What follows belongs to an exercise in optimizing a design on an open flow for small area; a production flow would make more cautious choices. Function was checked by simulation only, so behaviour that the tests miss may differ from the original. No activity file was given, so power comes from the tool's default toggle rates.

`flow/config.mk`:
```
export PLATFORM = sky130hd
export DESIGN_NAME = assoc_metadata
export DESIGN_NICKNAME = assoc_metadata
export VERILOG_FILES = /design/flow/design.v
export SDC_FILE = /design/flow/constraint.sdc
export NUM_CORES = 4
export LEC_CHECK = 0
export CAP_MARGIN = 20
export CORE_MARGIN = 2
export CORE_UTILIZATION = 60
export PLACE_DENSITY = 0.65
export SLEW_MARGIN = 20
export SYNTH_HIERARCHICAL = 1
export SYNTH_MINIMUM_KEEP_SIZE = 0
```
`flow/constraint.sdc`:
```
create_clock -name core_clock -period 12.0 [get_ports {clk}]
set_input_delay 2.4000 -clock core_clock [delete_from_list [all_inputs] [get_ports {clk}]]
set_output_delay 2.4000 -clock core_clock [all_outputs]
set_load 0.01 [all_outputs]
```
`flow/design.v`:
```
module assoc_metadata #(
   parameter int NUM_SETS       = 16,
   parameter int SET_SIZE       = 4,
   parameter int NUM_WAYS       = 4,
   parameter int TAG_SIZE       = 28,
   parameter int READ_ONLY      = 0,
   parameter int PERF_CNT_WIDTH = 32,
   localparam int WAY_BITS      = $clog2(NUM_WAYS)
) (
   input  logic                clk,
   input  logic                reset,
   input  logic [SET_SIZE-1:0] set,
   input  logic [TAG_SIZE-1:0] tag,
   input  logic                lookup,
   input  logic                clear_selected_valid_bit,
   input  logic                finish_new_line_install,
   input  logic                set_selected_dirty_bit,
   input  logic                clear_selected_dirty_bit,
   input  logic                invalidate_all_req,
   output logic                valid_block_match,
   output logic [WAY_BITS-1:0] hit_way,
   output logic [WAY_BITS-1:0] victim_way,
   output logic [TAG_SIZE-1:0] victim_tag,
   output logic                victim_valid_dirty,
   output logic                invalidate_busy
);
   logic                busy_q;
   logic [SET_SIZE-1:0] cnt_q;
   logic                phase_q;
   logic [TAG_SIZE-1:0] tag_q   [NUM_SETS][NUM_WAYS];    
   logic [NUM_WAYS-1:0] valid_q [NUM_SETS];
   logic [NUM_WAYS-1:0] dirty_q [NUM_SETS];
   logic [2:0]          plru_q  [NUM_SETS];
   logic [NUM_SETS-1:0] sel;
   logic [TAG_SIZE-1:0] col;                             
   logic [TAG_SIZE-1:0] way_q [NUM_WAYS];                 
   logic [TAG_SIZE-1:0] way_qn [NUM_WAYS];
   logic [NUM_WAYS-1:0] valid_set, dirty_set, match;
   logic [2:0]          plru_set;
   logic [WAY_BITS-1:0] hw, inv_way, plru_way, vw, touch_way;
   logic                busy, hit, all_valid, install, touch, dirty_op, dirty_val;
   logic [NUM_WAYS-1:0] vw_oh, hw_oh;
   assign busy = busy_q;
   assign col  = tag ^ {TAG_SIZE{phase_q}};
   always_comb
      for (int s = 0; s < NUM_SETS; s++) sel[s] = set == SET_SIZE'(s);
   for (genvar w = 0; w < NUM_WAYS; w++) begin : g_rd
      logic [NUM_SETS*TAG_SIZE-1:0] words;
      for (genvar s = 0; s < NUM_SETS; s++) begin : g_s
         assign words[s*TAG_SIZE +: TAG_SIZE] = tag_q[s][w];
      end
      assoc_metadata_read_way #(.W(TAG_SIZE), .N(NUM_SETS)) u_rd (
         .words(words), .sel_n(~sel), .q_n(way_qn[w]));
      assign way_q[w] = ~way_qn[w];
   end
   assign valid_set = valid_q[set];
   assign dirty_set = dirty_q[set];
   assign plru_set  = plru_q[set];
   always_comb
      for (int w = 0; w < NUM_WAYS; w++)
         match[w] = valid_set[w] && (way_q[w] == col);
   assign hit = !busy && |match;
   assign hw  = match[0] ? 2'd0 : match[1] ? 2'd1 : match[2] ? 2'd2 : 2'd3;
   assign hit_way           = hit ? hw : 2'd0;
   assign valid_block_match = hit;
   assign all_valid = &valid_set;
   assign inv_way   = !valid_set[0] ? 2'd0 : !valid_set[1] ? 2'd1 : !valid_set[2] ? 2'd2 : 2'd3;
   assign plru_way  = {plru_set[0], plru_set[0] ? plru_set[2] : plru_set[1]};
   assign vw        = all_valid ? plru_way : inv_way;
   assign victim_way = vw;
   assign victim_tag         = way_q[plru_way] ^ {TAG_SIZE{phase_q}};
   assign victim_valid_dirty = READ_ONLY == 0 && all_valid && dirty_set[plru_way];
   assign invalidate_busy    = busy;
   assign install   = !busy && !clear_selected_valid_bit && finish_new_line_install;
   assign touch     = install || (lookup && hit);
   assign touch_way = install ? vw : hw;
   assign dirty_op  = !clear_selected_valid_bit && !finish_new_line_install && hit &&
                      (clear_selected_dirty_bit || set_selected_dirty_bit);
   assign dirty_val = !clear_selected_dirty_bit && READ_ONLY == 0;
   always_comb
      for (int w = 0; w < NUM_WAYS; w++) begin
         vw_oh[w] = vw == WAY_BITS'(w);
         hw_oh[w] = hw == WAY_BITS'(w);
      end
   always_ff @(posedge clk or posedge reset)
      if (reset) phase_q <= 1'b0;
      else       phase_q <= !phase_q;
   for (genvar s = 0; s < NUM_SETS; s++) begin : g_set
      for (genvar w = 0; w < NUM_WAYS; w++) begin : g_way
         logic we, keep_n, load_n;
         assign we     = install && sel[s] && vw_oh[w];
         assign load_n = !we;
         assign keep_n = we || !valid_q[s][w];
         logic [TAG_SIZE-1:0] tag_d;
         assoc_metadata_tag_row #(.W(TAG_SIZE)) u_row (
            .q(tag_q[s][w]), .col(col), .keep_n(keep_n), .load_n(load_n), .d(tag_d));
         always_ff @(posedge clk)
            tag_q[s][w] <= tag_d;
         always_ff @(posedge clk or posedge reset)
            if (reset)
               valid_q[s][w] <= 1'b0;
            else if (busy)
               valid_q[s][w] <= 1'b0;
            else if (sel[s] && clear_selected_valid_bit && hit && hw_oh[w])
               valid_q[s][w] <= 1'b0;
            else if (we)
               valid_q[s][w] <= 1'b1;
         always_ff @(posedge clk)
            if (we)
               dirty_q[s][w] <= 1'b0;
            else if (sel[s] && dirty_op && hw_oh[w])
               dirty_q[s][w] <= dirty_val;
      end
      always_ff @(posedge clk)
         if (sel[s] && touch) begin
            plru_q[s][0] <= !touch_way[1];
            if (!touch_way[1]) plru_q[s][1] <= !touch_way[0];
            else               plru_q[s][2] <= !touch_way[0];
         end
   end
   always_ff @(posedge clk or posedge reset)
      if (reset) begin
         busy_q <= 1'b0;
         cnt_q  <= '0;
      end else if (busy) begin
         cnt_q <= cnt_q + 1'b1;
         if (cnt_q == SET_SIZE'(NUM_SETS - 1)) busy_q <= 1'b0;
      end else if (invalidate_all_req) begin
         busy_q <= 1'b1;
      end
endmodule
module assoc_metadata_tag_row #(
   parameter int W = 28
) (
   input  logic [W-1:0] q,
   input  logic [W-1:0] col,
   input  logic         keep_n,
   input  logic         load_n,
   output logic [W-1:0] d
);
   for (genvar b = 0; b < W; b++) begin : g_b
      assoc_metadata_oai22 u_bit (.a1(q[b]), .a2(keep_n), .b1(col[b]), .b2(load_n), .y(d[b]));
   end
endmodule
module assoc_metadata_read_way #(
   parameter int W = 28,
   parameter int N = 16
) (
   input  logic [N*W-1:0] words,
   input  logic [N-1:0]   sel_n,
   output logic [W-1:0]   q_n
);
   for (genvar b = 0; b < W; b++) begin : g_b
      logic [N-1:0] col;
      for (genvar s = 0; s < N; s++) begin : g_s
         assign col[s] = words[s*W + b];
      end
      assoc_metadata_read_bit #(.N(N)) u_bit (.d(col), .sel_n(sel_n), .q_n(q_n[b]));
   end
endmodule
module assoc_metadata_read_bit #(
   parameter int N = 16
) (
   input  logic [N-1:0] d,
   input  logic [N-1:0] sel_n,
   output logic         q_n
);
   logic [N/2-1:0] pair_n;    
   for (genvar p = 0; p < N / 2; p++) begin : g_p
      assoc_metadata_oai22 u_pair (
         .a1(sel_n[2*p]), .a2(d[2*p]), .b1(sel_n[2*p+1]), .b2(d[2*p+1]), .y(pair_n[p]));
   end
   assoc_metadata_or_tree #(.N(N / 2)) u_or (.a(pair_n), .y(q_n));
endmodule
module assoc_metadata_or_tree #(
   parameter int N = 8
) (
   input  logic [N-1:0] a,
   output logic         y
);
   assign y = |a;
endmodule
module assoc_metadata_oai22 (
   input  logic a1,
   input  logic a2,
   input  logic b1,
   input  logic b2,
   output logic y
);
   assign y = ~((a1 | a2) & (b1 | b2));
endmodule
```
`flow/run.sh`:
```
#!/bin/bash
# synth_recipe.tcl (not shown) runs the flow's synth.tcl, then flattens the netlist and writes it again
# the make line also repeats each setting of config.mk as NAME=value (left out here)
make -C /OpenROAD-flow-scripts/flow DESIGN_CONFIG=/design/flow/config.mk WORK_HOME=/design/flow/orfs CLKGATE_MAP_FILE= SYNTH_SCRIPT=/design/flow/synth_recipe.tcl finish
```
==> results of run 1 <==
==> cell usage after synthesis, drive strengths merged, types with 4 or more instances <==
master,instances,area share [%]
o32a,4,0.059
nor2,112,0.63
clkbuf,84,0.46
o2bb2ai,6,0.077
xnor2,77,0.99
mux2i,53,0.78
a32oi,5,0.064
o31ai,7,0.098
nand2b,4,0.037
a221oi,15,0.21
nor3b,6,0.083
o21ai,19,0.14
and2,23,0.21
xor2,94,1.2
edfxtp,48,2.1
o21a,5,0.055
a31oi,6,0.087
nor4bb,7,0.10
buf,67,0.67
o22ai,2690,25
clkinv,8,0.044
nand3b,4,0.063
and3,32,0.29
mux2,7,0.12
a41o,4,0.059
nor4,252,2.3
nor3,30,0.23
a21oi,131,0.97
inv,25,0.14
dfrtp,70,2.6
a21o,15,0.17
a211oi,87,1.0
nand3,42,0.32
a22o,9,0.12
nand2,258,1.4
o211ai,6,0.066
nor2b,36,0.33
and4b,6,0.094
a311oi,16,0.23
dfxtp,1856,55
nand4,58,0.53
a22oi,26,0.29
a21boi,16,0.18
==> critical path: stages <==
cell and delay (ns):
buf_2 0.69, nor2_1 0.20, and2_1 0.30, inv_4 0.76
buf_4 0.41, o22ai_1 0.11, nor4_1 0.82, nand2_1 0.19
xor2_1 0.28, nand4_1 0.12, nor3_1 0.19, o211ai_1 0.20
or4b_1 0.74, a41o_1 0.33, inv_1 0.08, and3_1 0.31
clkdlybuf4s50_1 0.59
==> worst paths after layout <==
path,slack (ns),to,startpoint
setup reg to reg,6.34,tag_q[35][24],plru_q[1][0]
setup / recovery,0.76,hit_way[1],set[2]
hold / removal,0.44,tag_q[21][11],tag_q[21][11]
hold reg to reg,0.44,tag_q[21][11],tag_q[21][11]
min in group asynchronous,1.76,cnt_q[2],reset
max in group asynchronous,8.90,phase_q,reset
==> Yosys stat by module, one instance, submodules excluded, excerpt <==
module | cell area (sq um) | copies in the design
assoc_metadata | 49300 | 1
assoc_metadata_oai22 | 6.26 | 2688
==> flip-flops by register name, indices dropped and copies added, names as in the netlist <==
| signal | cells |
|---|---|
| valid_q | 64 |
| cnt_q | 4 |
| dirty_q | 64 |
| phase_q | 1 |
| plru_q | 48 |
| busy_q | 1 |
| tag_q | 1792 |
==> report_power, final <==
part / leakage, nW / switching, mW / internal (mW)
clock network: 3.13 / 2.61 / 3.48
logic: 11.0 / 0.910 / 0.362
registers: 16.4 / 0.0228 / 6.60
total: 30.5 / 3.54 / 10.4
==> kinds of logic after synthesis <==
| family | after synthesis |
|---|---|
| AOI/OAI and AO/OA | 3094 |
| DFF | 1974 |
| and+or+nand+nor | 891 |
| buffers and inverters | 184 |
| xor gates and xnor gates | 171 |
| muxes | 62 |
| adders and majority gates | 1 |
==> area by class of cell <==
class	instances	area, sq um
clock inverters	65	762
fillers	8309	32900
diodes	6	15.0
clock buffers	276	5600
repair buffers	380	3350
well taps	1500	1880
multi-input cells	4219	27300
flip-flops and latches	1974	40400
inverters	33	168
==> metrics by stage <==
step / hold WS, ns / util, % / std cells / setup WS [ns] / area, sq um
2_1_floorplan: 0.422 / - / 6377 / 1.78 / 67900
3_3_place_gp: 0.429 / 64.8 / 8097 / 1.25 / 72800
3_5_place_dp: 0.437 / 64.9 / 8101 / 1.15 / 72900
4_1_cts: 0.445 / 70.6 / 8442 / 1.15 / 79300
5_1_grt: 0.452 / 70.7 / 8447 / 0.694 / 79400
6_report: 0.441 / 70.7 / 8453 / 0.756 / 79400
==> layer usage <==
| layer | wire [um] | GRT usage (%) | up-vias |
|---|---|---|---|
| met5 | 24 | 0 | - |
| met4 | 26700 | 36.0 | 4 |
| met3 | 43200 | 18.2 | 1417 |
| met2 | 120000 | 69.0 | 5438 |
| met1 | 106000 | 62.0 | 32300 |
| li1 | - | - | 27400 |
==> results.py, run 1 <==
metrics = {
    "floorplanning": {
        "pin_count": 75,
        "coreArea_sq_mm": 0.112,
        "die_x_um": 340,
        "rows": 123,
        "die_h_um": 340,
        "initial_core_util_pct": 60.5,
        "die-area_sq_mm": 0.116,
    },
    "grt": {
        "antenna_found_initial": 8,
        "grt_pass1_vias": 62400,
        "grtUsageTotal_pct": 49.2,
        "gr-total-overflow": 0,
        "grt_max_degree": 66,
        "grt_pass1_wl_mm": 426,
    },
    "clock_tree": {
        "cts_tree": "built",
        "cts_hold_buffers": 0,
        "clk_path_buf_depth": 3,
        "clock_sinks": 1974,
        "clock_insertion_delay_worst_skew_ns": 0.83,
        "numCtsBuffers": 188,
        "cts-resized-gates": 0,
        "post_cts_buffers": 0,
        "htreeDepth": 4,
        "root_buffer": "clkbuf_16",
        "clk_pin_slew_ns": 0.06,
    },
    "yosys": {
        "synthAdderAreaFrac_pct": 0.0184,
        "synth_area_sq_mm": 0.0679,
        "async_flop_share_pct": 3.55,
        "netlist_instances": 6377,
        "synth-compound-area-share_pct": 29.1,
        "synth_top_family_by_area": "compound AO/OA/AOI/OAI gates",
        "synth_edf_count": 48,
        "ys_warn_count": 18,
        "synth-seq-cells": 1974,
        "ys_seq_area_share_pct": 59.4,
        "synthXorXnorAreaFrac_pct": 2.20,
        "ys_types": 98,
        "syn_area_per_cell_sq_um": 10.7,
        "syn_nets": 6418,
        "synth.area.mux_share_pct": 0.969,
        "synthFlopType": "dfxtp_1",
        "synth_simple_gate_area_share_pct": 7.00,
    },
    "sta": {
        "grt_setup_unrepaired": "no",
        "drv_slew": 0,
        "relSlewSlack_pct": 15.3,
        "fin_skew_ns": 0.0474,
        "tightest_slew_ns": 1.27,
        "setup_viol": 0,
        "finalHoldViolCount": 0,
        "fin_crit_ns": 11.24,
        "fmax_mhz": 88.9,
        "min_period_over_period_pct": 93.7,
        "tns_ns": 0,
    },
    "drt": {
        "routedWlPerCell_um": 35.0,
        "first_pass_iters": 8,
        "drc_errors": 0,
        "avgViaCountPerCell": 7.86,
        "wl_mm": 296,
        "drt_iter0_drc": 9576,
        "ant_nets": 0,
        "num_vias": 66500,
    },
    "finish": {
        "drive_gt1_share_pct": 10.6,
        "area_delta_synth_final_pct": 16.9,
        "final_common_cell": "o22ai_1",
        "layout_common_cells": "o22ai_1 (2690), dfxtp_1 (1856), buf_4 (282)",
        "layout.nets": 6837,
    },
    "setup_path": {
        "arrival_ns": 8.84,
        "worstSetupPathType": "in2out",
        "cp-end-kind": "output port",
        "start_kind": "input pin",
        "reg2regPathDepth": 11,
        "required_ns": 9.60,
        "critPathMaxFanout": 58,
    },
    "job": {
        "drv_cap": 0,
    },
    "place": {
        "hpwlAfterDp_mm": 177,
        "port_buffers": 74,
        "gp_congestion": 1.03,
    },
    "pwr": {
        "vdd_drop_max_v": 0.000161,
        "p_per_area_mw_per_mm2": 176,
        "power_mw": 14.0,
        "leakagePower_nw": 30.5,
    },
    "status": {
        "status": "complete, no violations",
    },
    "min_path": {
        "hold_depth": 1,
        "hold_path.class": "reg2reg",
    },
}
==> run 2: changes to the inputs <==
--- a/flow/config.mk
+++ b/flow/config.mk
@@ -7,8 +7,8 @@
 export LEC_CHECK = 0
 export CAP_MARGIN = 20
 export CORE_MARGIN = 2
-export CORE_UTILIZATION = 60
-export PLACE_DENSITY = 0.65
+export CORE_UTILIZATION = 40
+export PLACE_DENSITY = 0.45
 export SLEW_MARGIN = 20
 export SYNTH_HIERARCHICAL = 1
 export SYNTH_MINIMUM_KEEP_SIZE = 0
==> results.py, run 2 <==
metrics = {
    "status": {
        "status": "complete, no violations",
    },
    "clock_tree": {
        "clk_pin_slew_ns": 0.05,
        "root_buffer": "clkbuf_16",
        "cts_hold_buffers": 0,
        "cts-resized-gates": 0,
        "clock_sinks": 1974,
        "clock_insertion_delay_worst_skew_ns": 0.87,
        "clk_path_buf_depth": 3,
        "post_cts_buffers": 0,
        "numCtsBuffers": 209,
        "htreeDepth": 4,
        "cts_tree": "built",
    },
    "finish": {
        "regMostFlops": "tag_q",
        "area_delta_synth_final_pct": 19.5,
        "drive_gt1_share_pct": 11.7,
        "multi_input_area_sq_mm": 0.0274,
        "layout.nets": 6907,
        "largest_reg_flops": 1792,
        "layout_common_cells": "o22ai_1 (2690), dfxtp_1 (1856), buf_4 (346)",
        "regArea_sq_mm": 0.0404,
        "final_common_cell": "o22ai_1",
        "fillers": 15900,
        "largestRegisters": "tag_q x1792, dirty_q x64, valid_q x64",
    },
    "grt": {
        "grtUsageTotal_pct": 38.0,
        "antenna_found_initial": 14,
        "grt_pass1_vias": 60300,
        "grt_pass1_wl_mm": 475,
        "gr-total-overflow": 0,
        "grt_max_degree": 65,
    },
    "pwr": {
        "p_per_area_mw_per_mm2": 179,
        "power_mw": 14.6,
        "vdd_drop_max_v": 0.000145,
        "leakagePower_nw": 31.0,
    },
    "setup_path": {
        "worstReg2RegEnd": "tag_q[9][0]",
        "r2r-start": "valid_q[14][2]",
        "critPathMaxFanout": 53,
        "reg2regPathDepth": 8,
        "worstSetupPathType": "in2out",
        "arrival_ns": 9.37,
        "required_ns": 9.60,
        "cp-end-kind": "output port",
        "start_kind": "input pin",
        "rrSetupSlack_ns": 6.75,
    },
    "yosys": {
        "syn_area_per_cell_sq_um": 10.7,
        "synthFlopType": "dfxtp_1",
        "netlist_instances": 6377,
        "syn_nets": 6418,
        "yosysMostFrequentCell": "o22ai_1",
        "synth-seq-cells": 1974,
        "ys_seq_area_share_pct": 59.4,
        "synth_top_area_share_pct": 54.7,
        "synth_edf_count": 48,
        "async_flop_share_pct": 3.55,
        "synth_top_cell_by_area": "dfxtp_1",
        "synth.area.top_cells": "dfxtp_1 (55%), o22ai_1 (25%), dfrtp_1 (2.6%)",
        "ys_warn_count": 18,
        "synth_area_sq_mm": 0.0679,
        "ys_types": 98,
        "synth_commonest_cells": "o22ai_1 (2690), dfxtp_1 (1856), nand2_1 (257), nor4_1 (252), a21oi_1 (131)",
    },
    "drt": {
        "first_pass_iters": 6,
        "routedWlPerCell_um": 36.8,
        "num_vias": 64600,
        "wl_mm": 341,
        "ant_nets": 0,
        "drt_iter0_drc": 7125,
        "avgViaCountPerCell": 6.97,
        "drc_errors": 0,
    },
    "sta": {
        "fin_skew_ns": 0.0362,
        "tns_ns": 0,
        "fmax_mhz": 85.0,
        "relSlewSlack_pct": 18.5,
        "finalHoldViolCount": 0,
        "fin_crit_ns": 11.77,
        "tightest_slew_ns": 1.22,
        "setup_viol": 0,
        "grt_setup_unrepaired": "no",
        "min_period_over_period_pct": 98.1,
        "drv_slew": 0,
    },
    "floorplanning": {
        "pin_count": 75,
        "die-area_sq_mm": 0.173,
        "rows": 151,
        "die_h_um": 416,
        "initial_core_util_pct": 40.2,
        "die_x_um": 416,
        "coreArea_sq_mm": 0.169,
    },
    "min_path": {
        "hold_depth": 1,
        "hold_path.class": "reg2reg",
        "hold_start": "tag_q[46][27]",
        "whs_endpoint": "tag_q[46][27]",
    },
    "job": {
        "drv_cap": 0,
    },
    "place": {
        "port_buffers": 74,
        "gp_congestion": 1.03,
        "hpwlAfterDp_mm": 206,
    },
}
-- run 2: cell counts after synthesis --
No cell type changed its count.
-- run 2: logic make-up after synthesis --
group | after synthesis | synth area share, %
AOI/OAI and AO/OA | 3094 | 29.1
DFF | 1974 | 59.4
and+or+nand+nor | 891 | 7.00
buffers and inverters | 184 | 1.31
xor gates and xnor gates | 171 | 2.20
muxes | 62 | 0.969
adders and majority gates | 1 | 0.0184
-- run 2: final cells by class --
class	instances	area share [%]
well taps	2218	3.42
clock inverters	59	0.734
repair buffers	429	4.31
inverters	33	0.253
flip-flops and latches	1974	49.7
multi-input cells	4219	33.7
diodes	2	0.00616
clock buffers	327	7.88
-- run 2: worst max-delay path, stage by stage --
cell and delay (ns):
buf_2 0.72, and2b_1 0.40, and2_0 0.36, inv_6 0.63, buf_4 0.41, o22ai_1 0.11
nor4_1 0.76, nand2_1 0.45, xnor2_1 0.41, nor4_1 0.11, nand3_1 0.12, nor3_1 0.05
o21ai_1 0.49, buf_4 0.32, nand2b_1 0.13, nand2_1 0.07, nor2_1 0.59, buf_4 0.22
clkdlybuf4s50_1 0.52
-- run 2: stage by stage --
stage | area (sq um) | setup WS (ns) | cells | hold slack (ns) | util (%)
6_report | 81200 | 0.231 | 9261 | 0.441 | 48.0
5_1_grt | 81200 | 0.114 | 9259 | 0.450 | 48.0
4_1_cts | 81200 | 0.485 | 9259 | 0.445 | 48.0
3_5_place_dp | 74200 | 0.501 | 8873 | 0.437 | 43.9
3_3_place_gp | 74200 | 0.422 | 8872 | 0.429 | 43.9
2_1_floorplan | 67900 | 1.78 | 6377 | 0.422 | -
-- run 2: worst max path at each step --
stage / start / to / slack [ns] / cells past startpoint
finish: set[2] / hit_way[0] / 0.23 / 19
global route: set[2] / hit_way[0] / 0.11 / 19
CTS: set[2] / hit_way[0] / 0.49 / 19
detailed placement: set[2] / hit_way[0] / 0.50 / 19
global placement: set[2] / hit_way[0] / 0.42 / 19
floorplan: set[1] / hit_way[1] / 1.78 / 17
-- run 2: Yosys stat by module (local to each module, per instance), a selection --
module,flops+latches,area (sq um)
assoc_metadata_oai22,0,6.26
assoc_metadata,1974,49300
-- run 2: where the power goes --
part / internal, mW / switching (mW) / leakage (nW) / total, mW
clock: 3.82 / 2.77 / 3.47 / 6.59
sequential: 6.61 / 0.0119 / 16.4 / 6.62
combinational: 0.372 / 0.986 / 11.1 / 1.36
total: 10.8 / 3.77 / 31.0 / 14.6
-- run 2: per-layer routing --
metal	wire length, um	track usage [%]	vias up
li1	-	-	27500
met1	140000	49.9	32700
met2	149000	57.5	3517
met3	29900	8.18	870
met4	23200	22.5	10
met5	138	0.417	-
==> run 3: changes to the inputs <==
--- a/flow/design.v
+++ b/flow/design.v
@@ -53,9 +53,17 @@
          .words(words), .sel_n(~sel), .q_n(way_qn[w]));
       assign way_q[w] = ~way_qn[w];
    end
-   assign valid_set = valid_q[set];
-   assign dirty_set = dirty_q[set];
-   assign plru_set  = plru_q[set];
+   logic [10:0] meta_set_n;
+   for (genvar i = 0; i < 11; i++) begin : g_meta
+      logic [NUM_SETS-1:0] col_bits;
+      for (genvar s = 0; s < NUM_SETS; s++) begin : g_s
+         assign col_bits[s] = i < 4 ? valid_q[s][i % 4] : i < 8 ? dirty_q[s][i % 4] : plru_q[s][i - 8];
+      end
+      assoc_metadata_read_bit #(.N(NUM_SETS)) u_bit (.d(col_bits), .sel_n(~sel), .q_n(meta_set_n[i]));
+   end
+   assign valid_set = ~meta_set_n[3:0];
+   assign dirty_set = ~meta_set_n[7:4];
+   assign plru_set  = ~meta_set_n[10:8];
    always_comb
       for (int w = 0; w < NUM_WAYS; w++)
          match[w] = valid_set[w] && (way_q[w] == col);
--- a/flow/config.mk
+++ b/flow/config.mk
@@ -8,6 +8,8 @@
 export CAP_MARGIN = 20
 export CORE_MARGIN = 2
 export CORE_UTILIZATION = 40
+export CTS_CLUSTER_DIAMETER = 90
+export CTS_CLUSTER_SIZE = 26
 export PLACE_DENSITY = 0.45
 export SLEW_MARGIN = 20
 export SYNTH_HIERARCHICAL = 1
==> results.py, run 3 <==
metrics = {
    "status": {
        "status": "complete, no violations",
    },
    "yosys": {
        "synth_edf_count": 48,
        "synth.area.top_cells": "dfxtp_1 (55%), o22ai_1 (26%), dfrtp_1 (2.6%)",
        "yosysMostFrequentCell": "o22ai_1",
        "synth_commonest_cells": "o22ai_1 (2795), dfxtp_1 (1856), nor4_1 (260), nand2_1 (229), nor2_1 (224)",
        "netlist_instances": 6402,
        "synth_top_area_share_pct": 55.3,
        "synth_area_sq_mm": 0.0672,
        "syn_nets": 6443,
        "ys_seq_area_share_pct": 60.0,
        "ys_types": 70,
        "synth_top_cell_by_area": "dfxtp_1",
        "async_flop_share_pct": 3.55,
        "synth-seq-cells": 1974,
        "syn_area_per_cell_sq_um": 10.5,
        "ys_warn_count": 18,
        "synthFlopType": "dfxtp_1",
    },
    "sta": {
        "fin_crit_ns": 11.35,
        "setup_viol": 0,
        "fmax_mhz": 88.1,
        "relSlewSlack_pct": 15.2,
        "worst_slack_ns": 0.654,
        "tightest_slew_ns": 1.27,
        "tns_ns": 0,
        "grt_setup_unrepaired": "no",
        "min_period_over_period_pct": 94.5,
        "fin_skew_ns": 0.0565,
        "hold_ws_ns": 0.444,
        "finalHoldViolCount": 0,
        "drv_slew": 0,
    },
    "grt": {
        "grtUsageTotal_pct": 36.1,
        "grt_max_degree": 73,
        "gr-total-overflow": 0,
        "grt_pass1_wl_mm": 448,
        "grt_pass1_vias": 58700,
        "antenna_found_initial": 7,
    },
    "drt": {
        "drc_errors": 0,
        "drt_iter0_drc": 6971,
        "num_vias": 62900,
        "routedWlPerCell_um": 35.3,
        "first_pass_iters": 6,
        "wl_mm": 320,
        "avgViaCountPerCell": 6.96,
        "ant_nets": 0,
    },
    "clock_tree": {
        "clk_pin_slew_ns": 0.09,
        "post_cts_buffers": 0,
        "root_buffer": "clkbuf_16",
        "htreeDepth": 3,
        "clock_sinks": 1974,
        "clk_path_buf_depth": 3,
        "clock_insertion_delay_worst_skew_ns": 0.78,
        "numCtsBuffers": 94,
        "cts_hold_buffers": 0,
        "cts-resized-gates": 0,
        "cts_tree": "built",
    },
    "finish": {
        "largestRegisters": "tag_q x1792, dirty_q x64, valid_q x64",
        "regMostFlops": "tag_q",
        "largest_reg_flops": 1792,
        "fin_cells": 9041,
        "layout_common_cells": "o22ai_1 (2795), dfxtp_1 (1856), buf_4 (288)",
        "final_common_cell": "o22ai_1",
        "area_delta_synth_final_pct": 13.7,
        "layout.nets": 6820,
        "drive_gt1_share_pct": 7.61,
    },
    "floorplanning": {
        "die_x_um": 414,
        "rows": 150,
        "die-area_sq_mm": 0.171,
        "initial_core_util_pct": 40.2,
        "die_h_um": 414,
        "coreArea_sq_mm": 0.167,
        "pin_count": 75,
    },
    "place": {
        "dp_cells": 8886,
        "gp_congestion": 1.00,
        "hpwlAfterDp_mm": 194,
        "port_buffers": 74,
        "preCtsSetupSlack_ns": 1.13,
    },
    "setup_path": {
        "worstSetupPathType": "in2out",
        "reg2regPathDepth": 16,
        "critPathMaxFanout": 68,
        "cp-end-kind": "output port",
        "arrival_ns": 8.95,
        "required_ns": 9.60,
        "start_kind": "input pin",
    },
    "job": {
        "drv_cap": 0,
    },
    "pwr": {
        "p_per_area_mw_per_mm2": 156,
        "leakagePower_nw": 28.8,
        "vdd_drop_max_v": 0.000153,
    },
    "min_path": {
        "hold_path.class": "reg2reg",
        "hold_depth": 1,
    },
}
## run 3: layer usage
metal	global-route usage, %	routed length, um	up-vias
li1	-	-	27200
met1	49.7	138000	32000
met2	54.5	139000	3060
met3	6.58	26200	638
met4	17.2	16700	2
met5	0	15	-
## run 3: power breakdown
group,leakage (nW),switching [mW],internal [mW]
Combinational,11.0,1.01,0.398
Sequential,16.4,0.0140,6.60
Clock,1.45,2.30,1.63
Total,28.8,3.32,8.62
## run 3: per-stage QoR
stage          power (mW)  util, %  instance area, sq um
2_1_floorplan        7.43        -                 67200
3_3_place_gp         8.13     44.0                 73400
3_5_place_dp         8.12     44.0                 73400
4_1_cts              12.0     45.7                 76400
5_1_grt              12.3     45.8                 76400
6_report             11.9     45.8                 76400
## run 3: layout make-up
class	instances	area, sq um
antenna	5	12.5
clock buffer	113	2540
fill	16100	90600
timing repair buffer	383	3300
inverter	114	473
sequential	1974	40400
tap	2204	2760
clock inverter	36	444
multi-input combinational	4212	26600
## run 3: worst paths after layout
kind | slack, ns | to | from
hold reg to reg | 0.44 | tag_q[7][1] | tag_q[7][1]
min in group asynchronous | 2.14 | valid_q[0][3] | reset
setup reg to reg | 5.86 | tag_q[29][22] | plru_q[2][2]
max in group asynchronous | 8.68 | phase_q | reset
hold / removal | 0.44 | tag_q[7][1] | tag_q[7][1]
setup / recovery | 0.65 | victim_tag[4] | set[2]
## run 3: critical path: stages
cell and delay (ns):
clkdlybuf4s50_1 0.66, nor2b_1 0.27, nor2b_1 0.26, inv_6 0.66
buf_4 0.46, o22ai_1 0.11, nor4_1 0.70, nand2_2 0.66
buf_4 0.38, nor2b_1 0.45, a211oi_1 0.24, a21oi_1 0.86
xnor2_1 0.20, clkdlybuf4s50_1 0.56
## run 3: cell families after synthesis
kind of cell	Yosys count	share of synthesized area (%)
adder cells (fa/ha/maj)	1	0.0186
flip-flops	1974	60.0
AND/OR/NAND/NOR	904	6.75
AO/OA/AOI/OAI	3147	29.7
XOR/XNOR	125	1.63
multiplexers	35	0.525
buffers and inverters	216	1.33
## run 3: Yosys stat by module (local to each module, per instance), a selection
module,flops+latches,copies in the design,cells
assoc_metadata_oai22,0,2776,1
assoc_metadata,1974,1,3257
==> run 4: changes to the inputs <==
==> flow/config.mk (replaced) <==
export PLATFORM = sky130hd
export DESIGN_NAME = assoc_metadata
export DESIGN_NICKNAME = assoc_metadata
export VERILOG_FILES = /design/flow/design.v
export SDC_FILE = /design/flow/constraint.sdc
export NUM_CORES = 4
export LEC_CHECK = 0
export CAP_MARGIN = 0
export CORE_MARGIN = 2
export CORE_UTILIZATION = 60
export CTS_CLUSTER_DIAMETER = 90
export CTS_CLUSTER_SIZE = 26
export PLACE_DENSITY = 0.65
export SLEW_MARGIN = 0
export SYNTH_HIERARCHICAL = 1
export SYNTH_MINIMUM_KEEP_SIZE = 0
==> results.py, run 4 <==
metrics = {
    "clock_tree": {
        "numCtsBuffers": 87,
        "clock_sinks": 1974,
        "htreeDepth": 3,
        "cts-resized-gates": 0,
        "clock_insertion_delay_worst_skew_ns": 0.74,
        "cts_hold_buffers": 0,
        "clk_path_buf_depth": 3,
        "post_cts_buffers": 0,
        "root_buffer": "clkbuf_16",
        "clk_pin_slew_ns": 0.10,
        "cts_tree": "built",
    },
    "sta": {
        "drv_slew": 0,
        "fin_skew_ns": 0.0270,
        "min_period_over_period_pct": 91.4,
        "relSlewSlack_pct": 4.66,
        "fin_crit_ns": 10.97,
        "finalHoldViolCount": 0,
        "fmax_mhz": 91.2,
        "worst_slack_ns": 1.03,
        "tightest_slew_ns": 1.43,
        "tns_ns": 0,
        "setup_viol": 0,
        "grt_setup_unrepaired": "no",
        "hold_ws_ns": 0.447,
    },
    "setup_path": {
        "worstSetupPathType": "in2out",
        "arrival_ns": 8.57,
        "critPathTopFamily": "buffers and inverters",
        "slowest_delay_ns": 0.92,
        "start_kind": "input pin",
        "cp-end-kind": "output port",
        "crit_buf_inv": 5,
        "critPathMaxFanout": 63,
        "slowest_stage": "a211oi_1",
        "crit_chain": "clkdlybuf4s50_1, nor2b_1, nor2b_1, inv_6, buf_4, o22ai_1, nor4_1, nand2_2, buf_4, nor2_1, a211oi_1, a21oi_1, xnor2_1, clkdlybuf4s50_1",
        "required_ns": 9.60,
    },
    "yosys": {
        "synth_commonest_cells": "o22ai_1 (2795), dfxtp_1 (1856), nor4_1 (260), nand2_1 (229), nor2_1 (224)",
        "synth.area.top_cells": "dfxtp_1 (55%), o22ai_1 (26%), dfrtp_1 (2.6%)",
        "ys_types": 70,
        "synth_top_cell_by_area": "dfxtp_1",
        "yosysMostFrequentCell": "o22ai_1",
        "syn_area_per_cell_sq_um": 10.5,
        "async_flop_share_pct": 3.55,
        "netlist_instances": 6402,
        "ys_warn_count": 18,
        "synth_edf_count": 48,
        "syn_nets": 6443,
        "synth_top_area_share_pct": 55.3,
        "synth-seq-cells": 1974,
        "ys_seq_area_share_pct": 60.0,
        "synthFlopType": "dfxtp_1",
        "synth_area_sq_mm": 0.0672,
    },
    "drt": {
        "first_pass_iters": 7,
        "routedWlPerCell_um": 34.3,
        "avgViaCountPerCell": 7.86,
        "wl_mm": 281,
        "num_vias": 64500,
        "ant_nets": 0,
        "drt_iter0_drc": 9575,
        "drc_errors": 0,
    },
    "place": {
        "place_area_sq_mm": 0.0719,
        "gp_congestion": 1.14,
        "hpwlAfterDp_mm": 167,
        "preCtsSetupSlack_ns": 1.48,
        "port_buffers": 74,
        "dp_cells": 8088,
    },
    "pwr": {
        "seq_power_share_pct": 58.2,
        "p_int_mw": 8.35,
        "power_mw": 11.4,
        "p_sw_share_pct": 26.7,
        "p_per_area_mw_per_mm2": 153,
        "p_sw_mw": 3.03,
        "leakagePower_nw": 28.1,
        "vdd_drop_max_v": 0.000161,
        "pwr-share-comb_pct": 11.4,
        "clock_power_share_pct": 30.4,
    },
    "grt": {
        "gr-total-overflow": 0,
        "grt_pass1_wl_mm": 404,
        "antenna_found_initial": 8,
        "grt_max_degree": 80,
        "grt_pass1_vias": 60100,
        "grtUsageTotal_pct": 47.0,
    },
    "finish": {
        "design_area_sq_mm": 0.0743,
        "fin_cells": 8212,
        "largest_reg_flops": 1792,
        "layout.nets": 6730,
        "largestRegisters": "tag_q x1792, dirty_q x64, valid_q x64",
        "regMostFlops": "tag_q",
        "final_common_cell": "o22ai_1",
        "regArea_sq_mm": 0.0404,
        "drive_gt1_share_pct": 5.93,
        "fillers": 8922,
        "final_core_util_pct": 67.0,
        "area_delta_synth_final_pct": 10.6,
        "multi_input_area_sq_mm": 0.0266,
        "layout_common_cells": "o22ai_1 (2795), dfxtp_1 (1856), nor4_1 (260)",
    },
    "floorplanning": {
        "die_h_um": 339,
        "coreArea_sq_mm": 0.111,
        "die_x_um": 339,
        "rows": 122,
        "pin_count": 75,
        "die-area_sq_mm": 0.115,
        "initial_core_util_pct": 60.6,
    },
    "min_path": {
        "hold_path.class": "reg2reg",
    },
    "status": {
        "status": "complete, no violations",
    },
    "job": {
        "drv_cap": 0,
    },
}
run 4: cell types whose count changed in the layout (fill, tap and decap cells not counted), moves of 6 or more:
cell       change
inv_6          -8
buf_4         -77
buf_12         -6
clkbuf_1       +6
clkbuf_16      -9
run 4: power groups by stage:
stage	logic (mW)	registers (mW)	clock network, mW
2_1_floorplan	0.671	6.76	0
3_3_place_gp	1.21	6.78	0
3_5_place_dp	1.21	6.78	0
4_1_cts	1.21	6.63	3.44
5_1_grt	1.31	6.63	3.67
6_report	1.30	6.63	3.46
run 4: per-layer routing:
layer | up-vias | global-route usage, % | wire length (um)
met5 | - | 1.21 | 233
met4 | 14 | 27.3 | 18500
met3 | 1025 | 17.7 | 43900
met2 | 5085 | 65.9 | 114000
met1 | 31400 | 61.7 | 104000
li1 | 27000 | - | -
run 4: area by class of cell:
type | count | area share (%)
diodes | 7 | 0.0236
clock buffers | 108 | 3.11
clock inverters | 9 | 0.147
inverters | 114 | 0.637
multi-input cells | 4212 | 35.7
flip-flops and latches | 1974 | 54.3
well taps | 1488 | 2.51
repair buffers | 300 | 3.53
run 4: Yosys stat by module, one instance, submodules excluded, a selection:
module,area (sq um),cells,copies in the design
assoc_metadata,47800,3257,1
assoc_metadata_oai22,6.26,1,2776
run 4: final timing paths:
| check | cells after the start | slack, ns | from | end |
|---|---|---|---|---|
| max in group asynchronous | 3 | 8.71 | reset | phase_q |
| setup / recovery | 14 | 1.03 | set[0] | victim_tag[27] |
| min in group asynchronous | 2 | 2.16 | reset | valid_q[2][3] |
| hold reg to reg | 1 | 0.45 | tag_q[52][18] | tag_q[52][18] |
| hold / removal | 1 | 0.45 | tag_q[52][18] | tag_q[52][18] |
| setup reg to reg | 13 | 5.84 | plru_q[2][0] | tag_q[1][27] |
run 4: cells by family (layout without fill, tap and decap cells):
logic type / Yosys count / count (layout) / share of synthesized area (%)
buffers and inverters: 216 / 531 / 1.33
XOR/XNOR: 125 / 125 / 1.63
other: 0 / 7 / 0
flip-flops: 1974 / 1974 / 60.0
AO/OA/AOI/OAI: 3147 / 3147 / 29.7
AND/OR/NAND/NOR: 904 / 904 / 6.75
multiplexers: 35 / 35 / 0.525
adder cells (fa/ha/maj): 1 / 1 / 0.0186
run 4: worst register-to-register path, stage by stage (launching register included):
cell and delay (ns):
edfxtp_1 0.34, o22ai_1 0.09, nor4_1 0.68, nand2_2 0.67, mux2i_1 0.29, o21ai_0 0.16
nor2b_1 0.16, or2_2 0.17, inv_1 0.15, nand2_1 0.58, nor2_1 0.23, inv_1 0.94
nand2_1 1.11, o22ai_1 0.50

## re-timing with driven ports
The results above use ideal ports. As a check the final layouts listed here were re-extracted and re-timed, cells and wires unchanged.
Step 1 sets driving cells, clkbuf_16 on the clock port and buf_2 on the other inputs (assumed; they add their load-dependent delay and slew).
Step 2 times the ports against the registers' clock, not the clock port: input delays grow and output delays shrink by t, the midpoint of the rising clock arrivals with the driver on.
Slacks: no drivers / after step 1 / after step 2; pairs: no drivers / after step 1.
run	t (ns)	setup WS [ns]	hold slack, ns	worst setup path after step 2	clock arrival spread, ns
run 1	0.887	0.756 / 0.610 / 0.610	0.441 / 0.441 / 0.441	input to output	0.049 / 0.049
run 2	0.946	0.231 / 0.205 / 0.205	0.441 / 0.441 / 0.441	input to output	0.038 / 0.039
run 3	0.841	0.654 / 0.561 / 0.561	0.444 / 0.444 / 0.444	input to output	0.056 / 0.057
run 4	0.804	1.029 / 1.004 / 1.004	0.447 / 0.447 / 0.447	input to output	0.027 / 0.027
After both steps setup and hold are still met in every run listed. The setup slack of run 1, which loses most, moves by -0.146 ns with the drivers and by -0.146 ns with both steps.
